Source: an optimization exercise on an open RTL-to-GDS flow (aim: small area, a short achievable clock period and few clock cycles). Production flows keep margins and buffers that such runs may drop. In this exercise RTL edits were held to simulation tests only and were not proved equivalent to the original. Power is estimated from default activity; no workload was simulated.

## build 97
## source_text_tokenizer_top
module source_text_tokenizer_top (
  input  logic        clk_i,
  input  logic        rst_ni,
  input  logic        in_valid,
  output logic        in_ready,
  input  logic [7:0]  in_text_byte,
  input  logic        in_end_of_text,
  output logic        out_valid,
  input  logic        out_ready,
  output logic [5:0]  out_kind,
  output logic [23:0] out_start_offset,
  output logic [15:0] out_token_length,
  output logic [15:0] out_token_line,
  output logic [15:0] out_token_col,
  output logic [7:0]  out_string_byte,
  output logic        out_last
);
  logic       hv_q, sv_q;
  logic [7:0] hb_q, sb_q;
  logic       he_q, se_q;
  logic       take, go, done;
  assign in_ready = !sv_q;
  assign take = in_valid && !sv_q;
  assign go = hv_q && (!out_valid || out_ready);
  stt_core u_core (
    .clk_i, .rst_ni, .go_i(go), .out_ready_i(out_ready),
    .text_byte_i(hb_q), .end_of_text_i(he_q), .done_o(done),
    .out_valid_o(out_valid), .out_kind_o(out_kind), .out_off_o(out_start_offset),
    .out_len_o(out_token_length), .out_line_o(out_token_line), .out_col_o(out_token_col),
    .out_sb_o(out_string_byte), .out_last_o(out_last)
  );
  always_ff @(posedge clk_i or negedge rst_ni) begin
    if (!rst_ni) begin
      hv_q <= 1'b0; sv_q <= 1'b0;
    end else begin
      if (!hv_q || (go && done)) begin
        hv_q <= sv_q || take;
        sv_q <= sv_q && take;
      end else begin
        sv_q <= sv_q || take;
      end
    end
  end
  always_ff @(posedge clk_i) begin
    if (!hv_q || (go && done)) begin
      if (sv_q) begin
        hb_q <= sb_q; he_q <= se_q;
      end else if (take) begin
        hb_q <= in_text_byte; he_q <= in_end_of_text;
      end
    end
    if (take) begin
      sb_q <= in_text_byte; se_q <= in_end_of_text;
    end
  end
endmodule
Size: ~1300 cells after synthesis, about 200 flip-flops, ~12000 µm² of cells after synthesis.
clock: 9.0 ns
lec_check: 0
cap_margin: 20
core_margin: 2
core_utilization: 60
place_density: 0.7
setup_slack_margin: 5
slew_margin: 20
standard.sh (not shown) runs the stock make flow with config.mk's settings and CLKGATE_MAP_FILE= SYNTH_SCRIPT=/design/flow/synth_recipe.tcl, a recipe that flattens the netlist after the stock synthesis.
==> flow/flow/run.sh <==
#!/bin/bash
set -euo pipefail
export BUFFER_PORTS_ARGS="-buffer_cell sky130_fd_sc_hd__buf_1"
export CTS_ARGS="-sink_clustering_enable -repair_clock_nets -dont_use_dummy_load -buf_list sky130_fd_sc_hd__clkbuf_8 -sink_clustering_size 12"
bash standard.sh > standard_flow.log 2>&1
Build 97 has completed all stages; timing, DRC and antenna checks passed.
Testbench counts of build 97, summed over its fixed seeds: cycles 24,327.
Input-level comparison between build 70 and build 97:
# build 97
export LEC_CHECK = 0
export CAP_MARGIN = 20
export CORE_MARGIN = 2
export CORE_UTILIZATION = 60
export PLACE_DENSITY = 0.7
export SETUP_SLACK_MARGIN = 5
export SLEW_MARGIN = 20
create_clock -name core_clock -period 9.0 [get_ports {clk_i}]
# build 70
export LEC_CHECK = 0
export CAP_MARGIN = 20
export CORE_MARGIN = 2
export CORE_UTILIZATION = 30
export PLACE_DENSITY = 0.45
export SETUP_SLACK_MARGIN = 5
export SLEW_MARGIN = 20
create_clock -name core_clock -period 9.0 [get_ports {clk_i}]
==> flow/flow/run.sh <==
#!/bin/bash
set -euo pipefail
export BUFFER_PORTS_ARGS="-buffer_cell sky130_fd_sc_hd__buf_1"
export RECOVER_POWER=100
bash standard.sh > standard_flow.log 2>&1
==> notes.md <==
Every stage of build 70 finished as expected; the final checks, on the other hand, flagged capacitance limit, slew limit, which means the layout fails. [compare] base=build 97 new=build 70: layout overhead on the synthesized area went up; worst ir drop on vdd went up; die area went up. [build 70 vs build 97] portion of total power attributed to sequential cells: lower in build 70. As far as storage element area is concerned, build 97 and build 70 perform about the same. On detailed-routed wire length on met3: between build 70 and build 97, it ends up lower for build 70.
> inputs changed (build 70 -> build 82)
==> flow/run.sh (new file) <==
#!/bin/bash
# synth_recipe.tcl (not shown) runs the flow's synth.tcl, then flattens the netlist and writes it again
# the make line also repeats each setting of config.mk as NAME=value (left out here)
make -C /OpenROAD-flow-scripts/flow DESIGN_CONFIG=/design/flow/config.mk WORK_HOME=/design/flow/orfs CLKGATE_MAP_FILE= SYNTH_SCRIPT=/design/flow/synth_recipe.tcl finish
removed: flow/flow/run.sh
removed: flow/standard.sh
--- outcome ---
Build 82 ended with every stage complete and zero timing, DRC or antenna violations. Share of the cycle needed by the critical path after routing in build 82 vs build 70: down 24 points. Looking at data arrival time of the worst path, build 82 sits below build 70. Going from build 70 to build 82, the post-cts gate resize count was found to have gone up by 5. [compare] base=build 70 new=build 82: detailed route wirelength on metal2 fell 0.33%, clock network contribution to total cell area has decreased. Of the two values seen for last element of the critical path, u_core.len_q[11] was produced by build 70 and u_core.p_off_q[12] by build 82.
#### Input delta (build 50 over build 82)
# build 82
export LEC_CHECK = 0
export CAP_MARGIN = 20
export CORE_MARGIN = 2
export CORE_UTILIZATION = 30
export PLACE_DENSITY = 0.45
export SETUP_SLACK_MARGIN = 5
export SLEW_MARGIN = 20
create_clock -name core_clock -period 9.0 [get_ports {clk_i}]
# build 50
export LEC_CHECK = 0
export CAP_MARGIN = 20
export CORE_MARGIN = 2
export CORE_UTILIZATION = 60
export PLACE_DENSITY = 0.7
export SETUP_SLACK_MARGIN = 5
export SLEW_MARGIN = 20
create_clock -name core_clock -period 9.0 [get_ports {clk_i}]
==> flow/flow/run.sh (new file) <==
#!/bin/bash
set -euo pipefail
export BUFFER_PORTS_ARGS="-buffer_cell sky130_fd_sc_hd__buf_1"
export CTS_ARGS="-sink_clustering_enable -repair_clock_nets -dont_use_dummy_load -buf_list sky130_fd_sc_hd__clkbuf_8"
bash standard.sh > standard_flow.log 2>&1
==> flow/standard.sh (new file) <==
#!/bin/bash
# synth_recipe.tcl (not shown) runs the flow's synth.tcl, then flattens the netlist and writes it again
# the make line also repeats each setting of config.mk as NAME=value (left out here)
make -C /OpenROAD-flow-scripts/flow DESIGN_CONFIG=/design/flow/config.mk WORK_HOME=/design/flow/orfs CLKGATE_MAP_FILE= SYNTH_SCRIPT=/design/flow/synth_recipe.tcl "${@:-finish}"
removed: flow/run.sh
Findings:
The die used by build 50 is smaller than the one used by build 82. Area: build 50 vs build 82 -> build 50 smaller. Route | build 50 vs build 82 | wire shorter in build 50. Build 50 vs build 82 — multi-input combinational cell area dropped slightly. Build 50 vs build 82 on routed length on met1: build 50 is the lower one. Build 50 vs build 82: non-clock buffer count up in build 50. Build 50 -> build 82: worst hold slack after final layout flat. NOTE: post-detailed-route via-to-cell ratio in build 50 exceeds that of build 82. Build 50 against build 82: final worst-path setup slack shows a reduction of 0.022 ns, cell count shows a reduction of about 14%, number of buffers added to fix hold violations after cts shows no meaningful change.
Inputs modified between build 50 and build 1:
# build 50
export LEC_CHECK = 0
export CAP_MARGIN = 20
export CORE_MARGIN = 2
export CORE_UTILIZATION = 60
export PLACE_DENSITY = 0.7
export SETUP_SLACK_MARGIN = 5
export SLEW_MARGIN = 20
create_clock -name core_clock -period 9.0 [get_ports {clk_i}]
# build 1
export LEC_CHECK = 0
export CAP_MARGIN = 20
export CORE_MARGIN = 2
export CORE_UTILIZATION = 30
export PLACE_DENSITY = 0.45
export SETUP_SLACK_MARGIN = 5
export SLEW_MARGIN = 20
create_clock -name core_clock -period 9.0 [get_ports {clk_i}]
==> flow/flow/run.sh <==
#!/bin/bash
# The standard layout, with the port buffers made from the smallest buffer cell
set -euo pipefail
export BUFFER_PORTS_ARGS="-buffer_cell sky130_fd_sc_hd__buf_1"
bash standard.sh > standard_flow.log 2>&1
--- outcome ---
Of build 50 and build 1, the lower number of signal-net buffers in the layout belongs to build 1.
In build 1 the total design power turned out about 24% higher than in build 50.
Summary of build 1 over build 50: cell area now sits higher; total power per unit cell area moved up; maximum fanout along the worst path picked up an extra 36; proportion of cell area occupied by registers dropped 2.3 points; combinational power saw an increase.
Compared with build 50, internal power component in build 1 increased by more than 10%.
Internal reg-to-reg setup slack: build 50 and build 1 compared, lower one is build 50
The worst hold slack of build 1 is lower than that of build 50.
Re count of cell instances traversed by the critical path: build 1 is 2 up on build 50.


## v6
Another version of the RTL of source_text_tokenizer_top (not shown whole).
For scale: about 1,200 cells after synthesis, ~200 flip-flops.
clock: 9.0 ns
lec_check: 0
cap_margin: 20
core_margin: 2
core_utilization: 60
place_density: 0.7
slew_margin: 20
==> flow/flow/run.sh <==
#!/bin/bash
set -euo pipefail
export BUFFER_PORTS_ARGS="-buffer_cell sky130_fd_sc_hd__buf_1"
export CTS_ARGS="-sink_clustering_enable -repair_clock_nets -dont_use_dummy_load -buf_list sky130_fd_sc_hd__clkbuf_8 -sink_buffer_max_cap_derate 0.6"
export SETUP_SLACK_MARGIN=5.72
bash standard.sh > standard_flow.log 2>&1
Testbench counts of v6, summed over its fixed seeds: cycles 24,429.
diff inputs: v6 => v7
--- a/flow/flow/run.sh
+++ b/flow/flow/run.sh
@@ -4,3 +4,3 @@
 export CTS_ARGS="-sink_clustering_enable -repair_clock_nets -dont_use_dummy_load -buf_list sky130_fd_sc_hd__clkbuf_8 -sink_buffer_max_cap_derate 0.6"
-export SETUP_SLACK_MARGIN=5.72
+export SETUP_SLACK_MARGIN=5.6
 bash standard.sh > standard_flow.log 2>&1
--- outcome ---
v7 ran to completion and came out clean on the timing, design-rule and antenna checks. A capture point of the worst path of u_core.line_q[1] is what v7 shows, while u_core.line_q[6] belongs to v6. Compared with v6, in v7 routed wire length shows a reduction of 390 um; met1 routed wirelength after detailed routing shows an increase of 2.9%; routing usage on met2 shows an increase of 0.96 points; largest fanout on the critical path shows an increase of 2.


source_text_tokenizer_top again, from the RTL that the note above started with.
clock: 9.0 ns
lec_check: 0
cap_margin: 20
core_margin: 2
core_utilization: 60
place_density: 0.65
slew_margin: 20
==> flow/flow/run.sh <==
#!/bin/bash
set -euo pipefail
export BUFFER_PORTS_ARGS="-buffer_cell sky130_fd_sc_hd__buf_1"
export CTS_ARGS="-sink_clustering_enable -repair_clock_nets -dont_use_dummy_load -buf_list sky130_fd_sc_hd__clkbuf_8 -sink_buffer_max_cap_derate 0.6"
export SETUP_SLACK_MARGIN=5.65
bash standard.sh > standard_flow.log 2>&1
Testbench counts at the start, summed over its fixed seeds: cycles 24,429.
Rerun with:
CORE_UTILIZATION = 65   (was 60)
PLACE_DENSITY = 0.7   (was 0.65)
Cell area came out lower by 1.2%.
Sequential share of layout area came out higher by 0.52 points.
Die area came out lower by 7.5%.
Wire length came out higher by 0.81%.
Utilization came out higher by 5.0 points.
Sequential power is about the same.
Rerun with:
CORE_UTILIZATION = 55   (was 65)
Effect: Via count falls by 0.53%. Die area came out higher by 18%. Routed wire length came out higher by 1.4%.
Rerun with:
CORE_UTILIZATION = 65   (was 55)
PLACE_DENSITY = 0.75   (was 0.7)
What happened: The changed run finished with timing, DRC and antenna clean; global-route usage increases by 5.6 points; sequential power hardly moves; count of clock-buffer cells in the layout does not change; worst hold slack improved by 0.013 ns; area after synthesis does not change; maximum frequency rose by about 4%.


run 1:
source_text_tokenizer_top, a different RTL version from the one above (not shown whole).
Size: roughly 1300 cells after synthesis, roughly 100 I/O pins, about 12000 um^2 of cells after synthesis.
==> flow/config.mk <==
export PLATFORM = sky130hd
export DESIGN_NAME = source_text_tokenizer_top
export DESIGN_NICKNAME = source_text_tokenizer_top
export VERILOG_FILES = /design/flow/design.v
export SDC_FILE = /design/flow/constraint.sdc
export NUM_CORES = 4
export LEC_CHECK = 0
export CAP_MARGIN = 20
export CORE_MARGIN = 2
export CORE_UTILIZATION = 60
export PLACE_DENSITY = 0.7
export SLEW_MARGIN = 20
==> flow/constraint.sdc <==
create_clock -name core_clock -period 9.0 [get_ports {clk_i}]
set_input_delay 1.8000 -clock core_clock [delete_from_list [all_inputs] [get_ports {clk_i}]]
set_output_delay 1.8000 -clock core_clock [all_outputs]
set_load 0.01 [all_outputs]
==> flow/flow/run.sh <==
#!/bin/bash
set -euo pipefail
export BUFFER_PORTS_ARGS="-buffer_cell sky130_fd_sc_hd__buf_1"
export CTS_ARGS="-sink_clustering_enable -repair_clock_nets -dont_use_dummy_load -buf_list sky130_fd_sc_hd__clkbuf_8 -sink_buffer_max_cap_derate 0.6"
export SETUP_SLACK_MARGIN=5.5
bash standard.sh MATCH_CELL_FOOTPRINT=0 finish > standard_flow.log 2>&1
Run 1 went all the way through synthesis, placement and routing and the layout is clean on timing, DRC and antenna.
Testbench counts of run 1, summed over its fixed seeds: cycles 24,327.
Relative to run 1, the following input files were edited for run 2:
Settings: PLACE_DENSITY changed from 0.7 to 0.8; CORE_UTILIZATION changed from 60 to 70.
--- a/flow/flow/run.sh
+++ b/flow/flow/run.sh
@@ -6 +6 @@
-bash standard.sh MATCH_CELL_FOOTPRINT=0 finish > standard_flow.log 2>&1
+bash standard.sh > standard_flow.log 2>&1
[summary]
Sort run 1 and run 2 by met2 usage, descending, and run 2 comes first. Between run 1 and run 2, routed wire length increased. Run 2 drops more vias than run 1. Comparing run 1 and run 2, the lower post-route clock period utilization was measured on run 1. Run 2 has portion of total power attributed to combinational logic above what run 1 had. As far as critical path depth goes, run 1 and run 2 are indistinguishable; the numbers are identical. Run 2 vs run 1 on maximum fanout along the worst path: run 2 is the lower one. Cell area power density, run 1 and run 2: larger value in run 2.
[inputs] run 3 vs run 2
Settings: setting GPL_ROUTABILITY_DRIVEN to 0 for the first time; changing PLACE_DENSITY from 0.8 to 0.7; changing CORE_UTILIZATION from 70 to 60.
--- a/flow/flow/run.sh
+++ b/flow/flow/run.sh
@@ -5 +5 @@
-export SETUP_SLACK_MARGIN=5.5
+export SETUP_SLACK_MARGIN=5.65
==> notes.md <==
The clock-cell share of area on run 3 is in line with that on run 2.
Run 2 has higher met2 track demand over resource than run 3.
Run 3 against run 2: depth of the worst register-to-register path grew by 2; number of max-slew violations in the final report ~0 delta.
Total power of run 3 is higher than that of run 2.
On fraction of power spent switching nets, run 3 and run 2 are neck and neck.
| routed wire length | higher: run 2 |
Against run 2, design area in run 3 rose by a few percent.
Wire length of the first global-routing pass (run 3 vs. run 2) increases slightly
Input changes introduced in run 4 (baseline for comparison: run 3):
Settings: a deleted GPL_ROUTABILITY_DRIVEN that had been 0.
--- a/flow/flow/run.sh
+++ b/flow/flow/run.sh
@@ -5 +5 @@
-export SETUP_SLACK_MARGIN=5.65
+export SETUP_SLACK_MARGIN=5.5
==> comparison <==
Comparing the two runs side by side, run 4 comes out behind run 3 on final critical path time including I/O delays and setup. The routed wire length in run 4 sits about 4% below the value recorded for run 3. As far as share of synthesized flip-flops with an asynchronous set or reset goes, run 4 and run 3 are indistinguishable; the numbers are identical. Row sequential share of layout area: run 4 higher / run 3 lower. Run 4: share of total power in combinational logic is 3.0 points lower than what run 3 reported. Run 4 vs run 3 — met3 layer wire length in the routed design dropped by more than 10%. Run 3 has lower arrival time of the worst setup path than run 4. Run 4 against run 3; average routed wire per standard cell is down by a few percent. Taking run 3 as the reference, in run 4 average vias per placed instance went down about 1.8%; required time of the critical path held. Number of port buffers: run 3 vs run 4 identical.
--- input diff run 4..run 5 ---
--- a/flow/flow/run.sh
+++ b/flow/flow/run.sh
@@ -5 +5 @@
-export SETUP_SLACK_MARGIN=5.5
+export SETUP_SLACK_MARGIN=5.8
==> notes.md <==
- Hold slack: run 5 vs run 4 down 0.0037 ns
- Looking at timing startpoint of the critical path, the out_ready result is from run 4; the hb_q[6] one comes from run 5.
- The power in run 4 is 0.922 times that in run 5.
- [compare] base=run 4 new=run 5: non-clock buffer count has increased, sequential share of cell area decreased by 3.1 points relative to the old numbers, via count of the first global-routing pass +about 2.7%, total number of vias has increased.
- Going from run 4 to run 5, biggest cell delay along the critical path shrinks by 0.08 ns.
- Compared to run 4, the routing of run 5 uses more wire.


middle:
source_text_tokenizer_top again, from the RTL that the note above started with.
==> flow/config.mk <==
export PLATFORM = sky130hd
export DESIGN_NAME = source_text_tokenizer_top
export DESIGN_NICKNAME = source_text_tokenizer_top
export VERILOG_FILES = /design/flow/design.v
export SDC_FILE = /design/flow/constraint.sdc
export NUM_CORES = 4
export LEC_CHECK = 0
export CAP_MARGIN = 20
export CORE_MARGIN = 2
export CORE_UTILIZATION = 60
export PLACE_DENSITY = 0.7
export SLEW_MARGIN = 20
==> flow/constraint.sdc <==
create_clock -name core_clock -period 9.0 [get_ports {clk_i}]
set_input_delay 1.8000 -clock core_clock [delete_from_list [all_inputs] [get_ports {clk_i}]]
set_output_delay 1.8000 -clock core_clock [all_outputs]
set_load 0.01 [all_outputs]
==> flow/flow/run.sh <==
#!/bin/bash
set -euo pipefail
export BUFFER_PORTS_ARGS="-buffer_cell sky130_fd_sc_hd__buf_1"
export CTS_ARGS="-sink_clustering_enable -repair_clock_nets -dont_use_dummy_load -buf_list sky130_fd_sc_hd__clkbuf_8 -sink_clustering_size 10 -sink_clustering_max_diameter 50"
export SETUP_SLACK_MARGIN=5.5
bash standard.sh > standard_flow.log 2>&1
middle: flow completed, timing, DRC and antenna clean
Testbench counts of middle, summed over its fixed seeds: cycles 24,327.
Input changes introduced in west (baseline for comparison: middle):
==> flow/flow/run.sh <==
#!/bin/bash
set -euo pipefail
export BUFFER_PORTS_ARGS="-buffer_cell sky130_fd_sc_hd__buf_1"
export CTS_ARGS="-sink_clustering_enable -repair_clock_nets -dont_use_dummy_load -buf_list sky130_fd_sc_hd__clkbuf_8 -sink_buffer_max_cap_derate 0.6"
export SETUP_SLACK_MARGIN=5.65
bash standard.sh > standard_flow.log 2>&1
Results
- Higher setup slack on the worst flop-to-flop path among middle and west: west
- west: wire length is 1200 µm higher than what middle reported.
- Changes observed in west relative to middle: final area went up by about 2.3%; share of power burned in the clock network fell by 0.4 points; sequential cell count shows no meaningful change.

==> port drivers added, routing unchanged <==
In the flow no input, the clock included, has a driving cell. The finished layouts below were timed again as built, in two steps.
Step 1: set_driving_cell puts a clkbuf_16 on clk_i and a buf_2 on each other input, an assumption about the parent block.
Step 2 times the ports against the registers' clock, not the clock port: input delays grow and output delays shrink by t, the midpoint of the rising clock arrivals with the driver on.
a / b / c = ideal ports / drivers / drivers and shift; a / b = the first two.
| run | t, ns | setup WS [ns] | worst register clock-pin slew, ns |
|---|---|---|---|
| build 97 | 0.503 | 5.131 / 5.131 / 4.728 | 0.12 / 0.12 |
| build 70 | 0.514 | 3.018 / 3.018 / 3.018 | 0.08 / 0.08 |
| build 82 | 0.502 | 5.152 / 5.152 / 4.711 | 0.08 / 0.08 |
| build 50 | 0.503 | 5.131 / 5.131 / 4.728 | 0.12 / 0.12 |
| build 1 | 0.514 | 5.166 / 5.166 / 4.728 | 0.08 / 0.08 |
| v6 | 0.491 | 5.627 / 5.627 / 5.308 | 0.11 / 0.11 |
| v7 | 0.496 | 5.641 / 5.641 / 5.240 | 0.11 / 0.11 |
| the first run of note 3 | 0.503 | 5.631 / 5.631 / 5.211 | 0.11 / 0.11 |
| the second run of note 3 | 0.520 | 5.703 / 5.681 / 5.256 | 0.11 / 0.11 |
| the third run of note 3 | 0.499 | 5.575 / 5.575 / 5.314 | 0.12 / 0.12 |
| the fourth run of note 3 | 0.520 | 5.703 / 5.681 / 5.256 | 0.11 / 0.11 |
| run 1 | 0.503 | 5.520 / 5.524 / 5.038 | 0.12 / 0.12 |
| run 2 | 0.522 | 5.503 / 5.503 / 5.050 | 0.12 / 0.12 |
| run 3 | 0.516 | 5.605 / 5.605 / 5.142 | 0.12 / 0.12 |
| run 4 | 0.496 | 5.563 / 5.575 / 5.081 | 0.12 / 0.12 |
| run 5 | 0.520 | 5.713 / 5.713 / 5.298 | 0.12 / 0.12 |
| middle | 0.496 | 5.563 / 5.575 / 5.081 | 0.12 / 0.12 |
| west | 0.500 | 5.664 / 5.664 / 5.207 | 0.12 / 0.12 |
